This design comes from an exercise in tuning for small area and a short achievable clock period on the open sky130 flow, not from production work.
In this exercise RTL edits were held to simulation tests only and were not proved equivalent to the original.
Power and IR drop assume default switching activity.

==> run a <==
## joltage_select_sum
module joltage_select_sum #(
  parameter int MAX_K = 12,
  parameter int VAL_W = 40,
  parameter int SUM_W = 64,
  parameter int CNT_W = 32,
  localparam int KW   = $clog2(MAX_K+1)
)(
  input  logic             clk,
  input  logic             rst_n,
  input  logic [KW-1:0]    k_sel,
  input  logic [3:0]       in_digit,
  input  logic             in_last,
  input  logic             in_valid,
  output logic             in_ready,
  input  logic             sum_clr,
  output logic             line_valid,
  output logic [VAL_W-1:0] line_value,
  output logic             line_short,
  output logic [SUM_W-1:0] sum_out,
  output logic [CNT_W-1:0] lines_done,
  output logic [2:0]       error
);
  logic [MAX_K-1:0][3:0] dig, cand;
  logic [MAX_K-1:1] shf_q, asc_nxt, shf_nxt;
  logic [VAL_W-1:0] val_p, val_g, va_nxt, vb_nxt;
  logic [VAL_W-1:0] val;
  logic [KW-1:0]    cnt, k_r, k_nxt;
  logic             live, fin, rdy, in_line;
  logic             acc, upd, clr, dig_ok, k_ok, short_l, add_ok;
  logic [VAL_W:0]   add_lo;
  logic [SUM_W-1:0] sum_nxt;
  logic             carry;
  logic [CNT_W-1:0] lines_nxt;
  logic [2:0]       err_set;
  assign in_ready = rdy;
  assign acc      = in_valid && in_ready;
  assign dig_ok   = (in_digit <= 4'd9);
  assign upd      = acc && dig_ok;
  assign clr      = fin || !live;
  assign k_ok     = (k_sel != '0) && (k_sel <= KW'(MAX_K));
  assign short_l  = (cnt < k_r);
  assign add_ok   = fin && !short_l;
  function automatic logic dig_lt(input logic [3:0] a, input logic [3:0] b);
    logic lt3;
    lt3 = a[2:0] < b[2:0];
    dig_lt = (!a[3] && (b[3] || lt3)) || (b[3] && lt3);
  endfunction
  assign k_nxt = in_line ? k_r : (k_ok ? k_sel : KW'(MAX_K));
  always_comb begin
    cand[0] = (shf_q[1] || in_digit > dig[0]) ? in_digit : dig[0];
    for (int j = 1; j < MAX_K; j++)
      cand[j] = shf_q[j] ? dig[j-1] : dig[j];
    for (int j = 1; j < MAX_K; j++)
      asc_nxt[j] = (KW'(j) < k_nxt) && dig_lt(cand[j], cand[j-1]);
    shf_nxt[MAX_K-1] = asc_nxt[MAX_K-1];
  ...
==> module joltage_select_sum, before the edit <==
module joltage_select_sum #(
  parameter int MAX_K = 12,
  parameter int VAL_W = 40,
  parameter int SUM_W = 64,
  parameter int CNT_W = 32,
  localparam int KW   = $clog2(MAX_K+1)
)(
  input  logic             clk,
  input  logic             rst_n,
  input  logic [KW-1:0]    k_sel,
  input  logic [3:0]       in_digit,
  input  logic             in_last,
  input  logic             in_valid,
  output logic             in_ready,
  input  logic             sum_clr,
  output logic             line_valid,
  output logic [VAL_W-1:0] line_value,
  output logic             line_short,
  output logic [SUM_W-1:0] sum_out,
  output logic [CNT_W-1:0] lines_done,
  output logic [2:0]       error
);
  logic [MAX_K-1:0][3:0] dig, cand;
  logic [MAX_K-1:1] shf_q, asc_nxt, shf_nxt;
  logic [VAL_W-1:0] val_p, val_g, va_nxt, vb_nxt;
  logic [VAL_W-1:0] val;
  logic [KW-1:0]    cnt, k_r, k_nxt;
  logic             live, fin, rdy, in_line;
  logic             acc, upd, clr, dig_ok, k_ok, short_l, add_ok;
  logic [VAL_W:0]   add_lo;
  logic [SUM_W-1:0] sum_nxt;
  logic             carry;
  logic [CNT_W-1:0] lines_nxt;
  logic [2:0]       err_set;
  assign in_ready = rdy;
  assign acc      = in_valid && in_ready;
  assign dig_ok   = (in_digit <= 4'd9);
  assign upd      = acc && dig_ok;
  assign clr      = fin || !live;
  assign k_ok     = (k_sel != '0) && (k_sel <= KW'(MAX_K));
  assign short_l  = (cnt < k_r);
  assign add_ok   = fin && !short_l;
  function automatic logic dig_lt(input logic [3:0] a, input logic [3:0] b);
    logic lt3;
    lt3 = a[2:0] < b[2:0];
    dig_lt = (!a[3] && (b[3] || lt3)) || (b[3] && lt3);
  endfunction
  assign k_nxt = in_line ? k_r : (k_ok ? k_sel : KW'(MAX_K));
  always_comb begin
    cand[0] = (shf_q[1] || in_digit > dig[0]) ? in_digit : dig[0];
    for (int j = 1; j < MAX_K; j++)
      cand[j] = shf_q[j] ? dig[j-1] : dig[j];
    for (int j = 1; j < MAX_K; j++)
      asc_nxt[j] = (KW'(j) < k_nxt) && dig_lt(cand[j], cand[j-1]);
    shf_nxt[MAX_K-1] = asc_nxt[MAX_K-1];
    for (int j = MAX_K-2; j >= 1; j--)
      shf_nxt[j] = shf_nxt[j+1] | asc_nxt[j];
  end
  jss_bcd2bin u_conv (.d(cand), .va(va_nxt), .vb(vb_nxt));
  assign line_valid = fin;
  assign line_short = fin && short_l;
  assign line_value = add_ok ? val : '0;
  jss_cpa_pg #(.W(VAL_W)) u_val (.p_in(val_p), .g_in(val_g), .s(val));
  jss_cpa_sklansky #(.W(VAL_W+1)) u_add (.a({1'b0, sum_out[VAL_W-1:0]}), .b({1'b0, line_value}), .s(add_lo));
  jss_inc #(.W(SUM_W-VAL_W)) u_inc_hi (.a(sum_out[SUM_W-1:VAL_W]), .ci(add_lo[VAL_W]), .s(sum_nxt[SUM_W-1:VAL_W]), .co(carry));
  assign sum_nxt[VAL_W-1:0] = add_lo[VAL_W-1:0];
  assign lines_nxt = lines_done + CNT_W'(fin);
  assign err_set = {carry,
                    (fin && short_l) || (acc && !in_line && !k_ok),
                    acc && !dig_ok};
  always_ff @(posedge clk or negedge rst_n) begin
    if (!rst_n) begin
      live    <= 1'b0;
      fin     <= 1'b0;
      rdy     <= 1'b0;
    end else begin
      live <= 1'b1;
      fin  <= acc && in_last;
      rdy  <= !(acc && in_last);
    end
  end
  always_ff @(posedge clk) begin
    if (clr) begin
      in_line <= 1'b0;
      dig     <= '0;
      shf_q   <= '0;
      cnt     <= '0;
    end else begin
      if (acc) in_line <= !in_last;
      if (upd) begin
        dig   <= cand;
        shf_q <= shf_nxt;
        if (cnt != KW'(MAX_K)) cnt <= cnt + 1'b1;
      end
    end
  end
  always_ff @(posedge clk) begin
    if (acc && !in_line) k_r <= k_ok ? k_sel : KW'(MAX_K);
    if (upd) begin
      val_p <= va_nxt ^ vb_nxt;
      val_g <= va_nxt & vb_nxt;
    end
  end
  always_ff @(posedge clk or negedge rst_n) begin
    if (!rst_n) begin
      sum_out    <= '0;
      lines_done <= '0;
      error      <= '0;
    end else if (sum_clr) begin
      sum_out    <= '0;
      lines_done <= '0;
      error      <= '0;
    end else begin
      error <= error | err_set;
      lines_done <= lines_nxt;
      sum_out    <= sum_nxt;
    end
  end
endmodule
clock: 9.0 ns
lec_check: 0
cap_margin: 20
core_margin: 2
core_utilization: 55
setup_slack_margin: 4.3
slew_margin: 20
standard.sh (not shown) runs the stock make flow with config.mk's settings and CLKGATE_MAP_FILE= SYNTH_SCRIPT=/design/flow/synth_recipe.tcl, a recipe that flattens the netlist after the stock synthesis.
==> flow/flow/run.sh <==
#!/bin/bash
set -euo pipefail
export BUFFER_PORTS_ARGS="-buffer_cell sky130_fd_sc_hd__buf_1"
export CTS_ARGS="-sink_clustering_enable -repair_clock_nets -dont_use_dummy_load -sink_clustering_size 24 -sink_clustering_max_diameter 100"
bash standard.sh finish > standard_flow.log 2>&1
==> inputs of run b, as changes to run a <==
--- a/flow/design.v
+++ b/flow/design.v
@@ -42,7 +42,2 @@
   assign add_ok   = fin && !short_l;
-  function automatic logic dig_lt(input logic [3:0] a, input logic [3:0] b);
-    logic lt3;
-    lt3 = a[2:0] < b[2:0];
-    dig_lt = (!a[3] && (b[3] || lt3)) || (b[3] && lt3);
-  endfunction
   assign k_nxt = in_line ? k_r : (k_ok ? k_sel : KW'(MAX_K));
@@ -53,3 +48,3 @@
     for (int j = 1; j < MAX_K; j++)
-      asc_nxt[j] = (KW'(j) < k_nxt) && dig_lt(cand[j], cand[j-1]);
+      asc_nxt[j] = (KW'(j) < k_nxt) && (cand[j] < cand[j-1]);
     shf_nxt[MAX_K-1] = asc_nxt[MAX_K-1];
@@ -63,7 +58,7 @@
   jss_cpa_pg #(.W(VAL_W)) u_val (.p_in(val_p), .g_in(val_g), .s(val));
-  jss_cpa_sklansky #(.W(VAL_W+1)) u_add (.a({1'b0, sum_out[VAL_W-1:0]}), .b({1'b0, line_value}), .s(add_lo));
+  jss_cpa_sklansky #(.W(VAL_W+1)) u_add (.a({1'b0, sum_out[VAL_W-1:0]}), .b({1'b0, val}), .s(add_lo));
   jss_inc #(.W(SUM_W-VAL_W)) u_inc_hi (.a(sum_out[SUM_W-1:VAL_W]), .ci(add_lo[VAL_W]), .s(sum_nxt[SUM_W-1:VAL_W]), .co(carry));
   assign sum_nxt[VAL_W-1:0] = add_lo[VAL_W-1:0];
-  assign lines_nxt = lines_done + CNT_W'(fin);
-  assign err_set = {carry,
+  assign lines_nxt = lines_done + 1'b1;
+  assign err_set = {add_ok && carry,
                     (fin && short_l) || (acc && !in_line && !k_ok),
@@ -114,4 +109,4 @@
       error <= error | err_set;
-      lines_done <= lines_nxt;
-      sum_out    <= sum_nxt;
+      if (fin) lines_done <= lines_nxt;
+      if (add_ok) sum_out <= sum_nxt;
     end
==> flow/flow/run.sh (replaced) <==
#!/bin/bash
set -euo pipefail
export BUFFER_PORTS_ARGS="-buffer_cell sky130_fd_sc_hd__buf_1"
export CTS_ARGS="-sink_clustering_enable -repair_clock_nets -dont_use_dummy_load"
bash standard.sh finish > standard_flow.log 2>&1
SETUP_SLACK_MARGIN = 4.0   (was 4.3)
==> inputs of run c, as changes to run a <==
--- a/flow/design.v
+++ b/flow/design.v
@@ -42,7 +42,2 @@
   assign add_ok   = fin && !short_l;
-  function automatic logic dig_lt(input logic [3:0] a, input logic [3:0] b);
-    logic lt3;
-    lt3 = a[2:0] < b[2:0];
-    dig_lt = (!a[3] && (b[3] || lt3)) || (b[3] && lt3);
-  endfunction
   assign k_nxt = in_line ? k_r : (k_ok ? k_sel : KW'(MAX_K));
@@ -53,3 +48,3 @@
     for (int j = 1; j < MAX_K; j++)
-      asc_nxt[j] = (KW'(j) < k_nxt) && dig_lt(cand[j], cand[j-1]);
+      asc_nxt[j] = (KW'(j) < k_nxt) && (cand[j] < cand[j-1]);
     shf_nxt[MAX_K-1] = asc_nxt[MAX_K-1];
==> flow/flow/run.sh (replaced) <==
#!/bin/bash
set -euo pipefail
export BUFFER_PORTS_ARGS="-buffer_cell sky130_fd_sc_hd__buf_1"
export CTS_ARGS="-sink_clustering_enable -repair_clock_nets -dont_use_dummy_load"
bash standard.sh finish > standard_flow.log 2>&1
SETUP_SLACK_MARGIN = 4.1   (was 4.3)
==> comparison table <==
Run status: run a timing/DRC/antenna clean; run b timing/DRC/antenna clean; run c timing/DRC/antenna clean
Layout cell share with drive strength beyond 1: run a 11.21%; run b 6.977%; run c 8.609%
Tcrit/Tclk final: run a 52.38%; run b 55.23%; run c 52.65%
Share of cell area taken by multi-input logic gates: run a 55.59%; run b 56.10%; run c 55.29%
Power per standard cell area: run a 201.6 nW/um^2; run b 236.4 nW/um^2; run c 216.2 nW/um^2
Area used by sequential logic in the layout: run a 5861 um^2; run b 5849 um^2; run c 5857 um^2
Non-Clock Inverter Count: run a 227; run b 226; run c 237
Hold Crit Start: run a dig[44]; run b error[0]; run c dig[47]
Floorplan die height: run a 180.7 um; run b 184.7 um; run c 181.7 um
Layout clock buffers: run a 13; run b 28; run c 26
Count of inserted tapcells: run a 396; run b 442; run c 402
FMAX: run a 212.1 MHz; run b 201.2 MHz; run c 211.1 MHz
Final worst hold slack: run a 509.4 ps; run b 497.2 ps; run c 495.9 ps
Average wire length per cell after detail routing: run a 18.05 um; run b 18.39 um; run c 18.30 um
Power share of the clock group: run a 15.1%; run b 19.6%; run c 21.2%
Minimum setup slack in the final design: run a 4286 ps; run b 4030 ps; run c 4262 ps
Count of plain and timing-repair buffers: run a 221; run b 188; run c 185
Most frequent CP cell: run a -; run b fa_1; run c fa_1
Detailed-routing iteration count for the pre-antenna-repair pass: run a 6; run b 5; run c 5

## what the ideal ports hide
Ports are ideal in the flow. The routed layouts listed here were re-timed in OpenROAD.
Step 1 assumes that a clkbuf_16 drives the clock port and a buf_2 every other input.
Step 2 adds t to the input delays and takes it off the output delays; t is the mean of the earliest and latest rising clock arrival at the registers after step 1. Input paths then give back, and output paths get back, about the clock's delay inside the block.
Three values: no drivers, after step 1, after step 2; two values: the first two.
| run | shift t [ns] | setup WS [ns] | worst setup path at the end | slew at the worst register clock pin (ns) |
|---|---|---|---|---|
| run a | 0.536 | 4.286 / 4.233 / 3.993 | input to register | 0.10 / 0.10 |
| run b | 0.574 | 4.030 / 4.030 / 3.673 | input to register | 0.06 / 0.06 |
| run c | 0.582 | 4.262 / 4.258 / 3.752 | input to register | 0.06 / 0.06 |
After both steps setup and hold are still met in every run listed. For run c, which loses most, drivers alone change the setup slack by -0.004 ns; drivers and shift together by -0.510 ns.
